What follows belongs to an exercise in optimizing a design on an open flow for small area, a short achievable clock period and few clock cycles per item; a production flow would make more cautious choices. RTL that was checked went through simulation tests only; none was proved equivalent to the original. No driver is modelled on the clock port, so clock power and skew are understated where the tree is cut down; a real chip needs a root buffer or a tree. Power and IR drop assume default switching activity.

the previous run:
==> module rolling_hash_string_search, before the edit <==
module rolling_hash_string_search (
  input  wire logic                   clk,
  input  wire logic                   rst,
  input  wire logic                   cfg_write_enable,
  input  wire logic [rhss_pkg::CFG_INDEX_W-1:0] cfg_index,
  input  wire logic [rhss_pkg::CFG_DATA_W-1:0]  cfg_data,
  input  wire logic                   text_valid,
  output wire logic                   text_ready,
  input  wire logic [rhss_pkg::BYTE_W-1:0]      text_byte,
  input  wire logic                   text_last,
  output wire logic                   result_valid,
  input  wire logic                   result_ready,
  output wire logic                   result_found,
  output wire logic [rhss_pkg::POSITION_W-1:0]  result_position
);
  logic [CFG_DATA_W-1:0]    pat_word [PATTERN_WORDS];
  logic [PATTERN_WORDS-1:0] word_set;      
  logic [4:0]               len_m1;        
  logic                     s1_valid;
  logic [BYTE_W-1:0]        s1_byte;
  logic                     s1_last;
  logic                     first;         
  logic [MAX_PATTERN-1:0]   mvec;
  logic                     s2_valid;
  logic                     s2_last;
  logic                     s2_first;
  logic                     after_first;   
  logic                     matched;       
  logic                     out_valid;
  logic                     out_found;
  logic [POSITION_W-1:0]    pos;           
  logic                     ready_q;
  logic [PATTERN_WORDS-1:0] wr_en;
  always_comb begin
    for (int w = 0; w < PATTERN_WORDS; w++) begin
      wr_en[w] = cfg_write_enable && cfg_index == CFG_INDEX_W'(w + 1);
    end
  end
  always_ff @(posedge clk) begin
    for (int w = 0; w < PATTERN_WORDS; w++) begin
      if (wr_en[w]) pat_word[w] <= cfg_data;
    end
  end
  logic                     hit;
  logic                     need;
  logic                     writes;
  logic                     stall;
  logic                     go;
  logic                     zero_pos;
  logic [POSITION_W-1:0]    pos_cur;
  assign hit    = mvec[len_m1];
  assign need   = s2_valid && !matched;
  assign writes = !s2_first || hit || s2_last;
  assign stall  = need && writes && out_valid;
  assign go     = need && writes && !stall;
  assign pos_cur  = after_first ? (POSITION_W'(1) - POSITION_W'(len_m1)) : (pos + POSITION_W'(1));
  assign zero_pos = s2_first || (s2_last && !hit);
  logic                     take;
  logic                     adv;
  logic [MAX_PATTERN-1:0]   eq;
  logic [MAX_PATTERN-1:0]   mvec_new;
  assign take = text_valid && ready_q;
  assign adv  = s1_valid && !stall;
  always_comb begin
    for (int k = 0; k < MAX_PATTERN; k++) begin
      eq[k] = word_set[k/8] ? (s1_byte == pat_word[k/8][(k%8)*8 +: 8]) : (s1_byte == 8'd0);
    end
    mvec_new = eq & {mvec[MAX_PATTERN-2:0] & {(MAX_PATTERN-1){!first}}, 1'b1};
  end
  logic out_valid_nx;
  logic s1_valid_nx;
  logic s2_valid_nx;
  logic s2_first_nx;
  logic s2_last_nx;
  logic matched_nx;
  always_comb begin
    out_valid_nx = out_valid && !result_ready;
    if (go && (hit || s2_last)) out_valid_nx = 1'b1;
    s1_valid_nx = take || (s1_valid && stall);
    s2_valid_nx = stall ? s2_valid : s1_valid;
    s2_first_nx = stall ? s2_first : first;
    s2_last_nx  = stall ? s2_last : s1_last;
    matched_nx  = matched;
    if (s2_valid && !stall) begin
      if (s2_last) matched_nx = 1'b0;
      else if (need && hit) matched_nx = 1'b1;
    end
  end
  always_ff @(posedge clk) begin
    if (rst) begin
      word_set  <= '0;
      len_m1    <= '0;
      s1_valid  <= 1'b0;
      first     <= 1'b1;
      s2_valid  <= 1'b0;
      matched   <= 1'b0;
      out_valid <= 1'b0;
      ready_q   <= 1'b1;
    end else begin
      word_set <= word_set | wr_en;
      if (cfg_write_enable && cfg_index == REG_PATTERN_LENGTH) begin
        if (cfg_data[5:0] == 6'd0) len_m1 <= 5'd0;
        else if (cfg_data[5]) len_m1 <= 5'd31;
        else len_m1 <= cfg_data[4:0] - 5'd1;
      end
      s1_valid  <= s1_valid_nx;
      if (adv) first <= s1_last;
      s2_valid  <= s2_valid_nx;
      matched   <= matched_nx;
      out_valid <= out_valid_nx;
      ready_q   <= !(s1_valid_nx && out_valid_nx && s2_valid_nx && !matched_nx &&
                     (!s2_first_nx || len_m1 == 5'd0 || s2_last_nx));
    end
  end
  always_ff @(posedge clk) begin
    if (!(s1_valid && stall)) begin
      s1_byte <= text_byte;
      s1_last <= text_last;
    end
    if (adv) begin
      mvec     <= mvec_new;
      s2_last  <= s1_last;
      s2_first <= first;
    end
    if (s2_valid && !stall) after_first <= s2_first;
    out_found <= (out_found && !go) || (hit && go && s2_valid);
    pos       <= (pos & {POSITION_W{!go}}) | (pos_cur & {POSITION_W{go && !zero_pos}});
  end
  assign text_ready      = ready_q;
  assign result_valid    = out_valid;
  assign result_found    = out_found;
  assign result_position = pos;
endmodule
==> flow/config.mk <==
export PLATFORM = sky130hd
export DESIGN_NAME = rolling_hash_string_search
export DESIGN_NICKNAME = rolling_hash_string_search
export VERILOG_FILES = /design/flow/design.v
export SDC_FILE = /design/flow/constraint.sdc
export NUM_CORES = 4
export LEC_CHECK = 0
export CAP_MARGIN = 20
export CORE_MARGIN = 2
export CORE_UTILIZATION = 55
export PLACE_DENSITY = 0.8
export SLEW_MARGIN = 20
==> flow/constraint.sdc <==
create_clock -name core_clock -period 11.0 [get_ports {clk}]
set_input_delay 2.2000 -clock core_clock [delete_from_list [all_inputs] [get_ports {clk}]]
set_output_delay 2.2000 -clock core_clock [all_outputs]
set_load 0.01 [all_outputs]
standard.sh (not shown) runs the stock make flow with config.mk's settings and CLKGATE_MAP_FILE= SYNTH_SCRIPT=/design/flow/synth_recipe.tcl, a recipe that flattens the netlist after the stock synthesis.
==> flow/flow/run.sh <==
#!/bin/bash
set -euo pipefail
source flow/settings.sh
bash standard.sh "${ARGS[@]}" cts > make_cts.log 2>&1
openroad -no_init -exit flow/clock_root.tcl > clock_root.log 2>&1
bash standard.sh "${ARGS[@]}" finish > make_finish.log 2>&1
==> flow/flow/clock_root.tcl <==
set odb_file orfs/results/sky130hd/rolling_hash_string_search/base/4_cts.odb
read_db $odb_file
set block [ord::get_db_block]
set port_net [[$block findBTerm clk] getNet]
set iterms [$port_net getITerms]
if {[llength $iterms] != 1} {
  puts "clock port drives [llength $iterms] pins; tree left as is"
} else {
  set root [[lindex $iterms 0] getInst]
  set out_net [[$root findITerm X] getNet]
  set loads {}
  foreach it [$out_net getITerms] {
    if {[$it getInst] != $root} { lappend loads $it }
  }
  if {[llength $loads] > 4} {
    puts "root buffer [$root getName] drives [llength $loads] pins; tree left as is"
  } else {
    foreach it $loads {
      puts "moving [[$it getInst] getName]/[[$it getMTerm] getName] to the clock port"
      $it disconnect
      $it connect $port_net
    }
    puts "removing root buffer [$root getName] ([[$root getMaster] getName])"
    odb::dbInst_destroy $root
    odb::dbNet_destroy $out_net
    write_db $odb_file
  }
}
==> flow/flow/settings.sh <==
# Extra ORFS make settings for standard.sh
ARGS=(
  SETUP_SLACK_MARGIN=8.0
  REMOVE_ABC_BUFFERS=1
  "CTS_ARGS=-sink_clustering_enable -repair_clock_nets -sink_clustering_size 25 -sink_clustering_max_diameter 120 -dont_use_dummy_load"
  "BUFFER_PORTS_ARGS=-buffer_cell sky130_fd_sc_hd__buf_1"
)
Testbench counts of the previous run, summed over its fixed seeds: cycles 37,214, bytes 37,092.
Here is what was changed in the inputs of the current run compared with the previous run.
==> flow/design.v, changed modules only <==
module rolling_hash_string_search (
  input  wire logic                   clk,
  input  wire logic                   rst,
  input  wire logic                   cfg_write_enable,
  input  wire logic [rhss_pkg::CFG_INDEX_W-1:0] cfg_index,
  input  wire logic [rhss_pkg::CFG_DATA_W-1:0]  cfg_data,
  input  wire logic                   text_valid,
  output wire logic                   text_ready,
  input  wire logic [rhss_pkg::BYTE_W-1:0]      text_byte,
  input  wire logic                   text_last,
  output wire logic                   result_valid,
  input  wire logic                   result_ready,
  output wire logic                   result_found,
  output wire logic [rhss_pkg::POSITION_W-1:0]  result_position
);
  logic [CFG_DATA_W-1:0]    pat_word [PATTERN_WORDS];
  logic [PATTERN_WORDS-1:0] word_set;      
  logic [4:0]               len_m1;        
  logic                     s1_valid;
  logic [BYTE_W-1:0]        s1_byte;
  logic                     s1_last;
  logic                     first;         
  logic [MAX_PATTERN-1:0]   mvec;
  logic                     s2_valid;
  logic                     s2_last;
  logic                     s2_first;
  logic                     matched;       
  logic                     out_valid;
  logic                     out_found;
  logic [POSITION_W-1:0]    pos;           
  logic                     ready_q;
  logic [PATTERN_WORDS-1:0] wr_en;
  always_comb begin
    for (int w = 0; w < PATTERN_WORDS; w++) begin
      wr_en[w] = cfg_write_enable && cfg_index == CFG_INDEX_W'(w + 1);
    end
  end
  always_ff @(posedge clk) begin
    for (int w = 0; w < PATTERN_WORDS; w++) begin
      if (wr_en[w]) pat_word[w] <= cfg_data;
    end
  end
  logic                     hit;
  logic                     need;
  logic                     stall;
  logic                     go;
  logic [POSITION_W-1:0]    pos_cur;
  assign hit   = mvec[len_m1];
  assign need  = s2_valid && !matched;
  assign stall = need && out_valid;
  assign go    = need && !stall;
  assign pos_cur = s2_first ? (POSITION_W'(0) - POSITION_W'(len_m1)) : (pos + POSITION_W'(1));
  logic                     take;
  logic                     adv;
  logic [MAX_PATTERN-1:0]   eq;
  logic [MAX_PATTERN-1:0]   mvec_new;
  assign take = text_valid && ready_q;
  assign adv  = s1_valid && !stall;
  always_comb begin
    for (int k = 0; k < MAX_PATTERN; k++) begin
      eq[k] = word_set[k/8] ? (s1_byte == pat_word[k/8][(k%8)*8 +: 8]) : (s1_byte == 8'd0);
    end
    mvec_new = eq & {mvec[MAX_PATTERN-2:0] & {(MAX_PATTERN-1){!first}}, 1'b1};
  end
  logic out_valid_nx;
  logic s1_valid_nx;
  logic s2_valid_nx;
  logic matched_nx;
  always_comb begin
    out_valid_nx = out_valid && !result_ready;
    if (go && (hit || s2_last)) out_valid_nx = 1'b1;
    s1_valid_nx = take || (s1_valid && stall);
    s2_valid_nx = stall ? s2_valid : s1_valid;
    matched_nx  = matched;
    if (s2_valid && !stall) begin
      if (s2_last) matched_nx = 1'b0;
      else if (need && hit) matched_nx = 1'b1;
    end
  end
  always_ff @(posedge clk) begin
    if (rst) begin
      word_set  <= '0;
      len_m1    <= '0;
      s1_valid  <= 1'b0;
      first     <= 1'b1;
      s2_valid  <= 1'b0;
      matched   <= 1'b0;
      out_valid <= 1'b0;
      ready_q   <= 1'b1;
    end else begin
      word_set <= word_set | wr_en;
      if (cfg_write_enable && cfg_index == REG_PATTERN_LENGTH) begin
        if (cfg_data[5:0] == 6'd0) len_m1 <= 5'd0;
        else if (cfg_data[5]) len_m1 <= 5'd31;
        else len_m1 <= cfg_data[4:0] - 5'd1;
      end
      s1_valid  <= s1_valid_nx;
      if (adv) first <= s1_last;
      s2_valid  <= s2_valid_nx;
      matched   <= matched_nx;
      out_valid <= out_valid_nx;
      ready_q   <= !(s1_valid_nx && out_valid_nx && s2_valid_nx && !matched_nx);
    end
  end
  always_ff @(posedge clk) begin
    if (!(s1_valid && stall)) begin
      s1_byte <= text_byte;
      s1_last <= text_last;
    end
    if (adv) begin
      mvec     <= mvec_new;
      s2_last  <= s1_last;
      s2_first <= first;
    end
    out_found <= (out_found && !go) || (hit && go && s2_valid);
    pos       <= (pos & {POSITION_W{!go}}) | (pos_cur & {POSITION_W{go && (hit || !s2_last)}});
  end
  assign text_ready      = ready_q;
  assign result_valid    = out_valid;
  assign result_found    = out_found;
  assign result_position = pos;
endmodule
--- outcome ---
- Diff the previous run..the current run | flip-flop and latch count | negligible
- Summary of the current run over the previous run: total met3 wirelength after detailed routing picked up an extra 2.0%; met1 track utilization from global routing climbed 1.2 points.
- Number of clock-tree buffers in the layout, the current run and the previous run: smaller value in the current run
- On final area, the lower figure sits with the previous run, not the current run.
- On the current run: number of global-route vias before repair is 4.2% higher than what the previous run gave.
- In the tables for the current run and the previous run, power dissipated by switching net loads reads higher with the current run.
- Looking only at met1 wire length, and setting everything else aside, the higher value of the current run and the previous run goes to the current run.
- | total power | the current run vs the previous run | worse |
- Going from the previous run to the current run, average wire length per cell after detail routing now larger; share of the clock period used by the worst path increased by 0.43 points relative to the old numbers; power share of the clock group saw a decrease; achievable frequency lost about 1.5%; aggregate negative setup slack now sits at about the same level.
The RTL of the current run was laid out without a check of its function.

[re-timing with driven ports]
How much do the figures lean on ideal ports? The routed layouts below were timed once more, with nothing changed but the port constraints.
Step 1: set_driving_cell puts a clkbuf_16 on clk and a buf_2 on each other input, an assumption about the parent block.
Step 2, shift: input delay + t, output delay - t, t = (earliest + latest rising clock arrival at the registers) / 2. This alone moves slack from input paths to output paths.
Slacks: ideal / step 1 / step 2; pairs: ideal / step 1.
run | shift t [ns] | setup slack, ns | hold WS [ns] | pins driven straight from the clock port
the previous run | 0.433 | 7.972 / 7.906 / 7.531 | 0.507 / 0.507 / 0.507 | 2
the current run | 0.424 | 7.924 / 7.867 / 7.552 | 0.467 / 0.467 / 0.467 | 2
After both steps every run listed still meets setup and hold. The setup slack of the previous run, which loses most, moves by -0.066 ns with the drivers and by -0.441 ns with both steps.
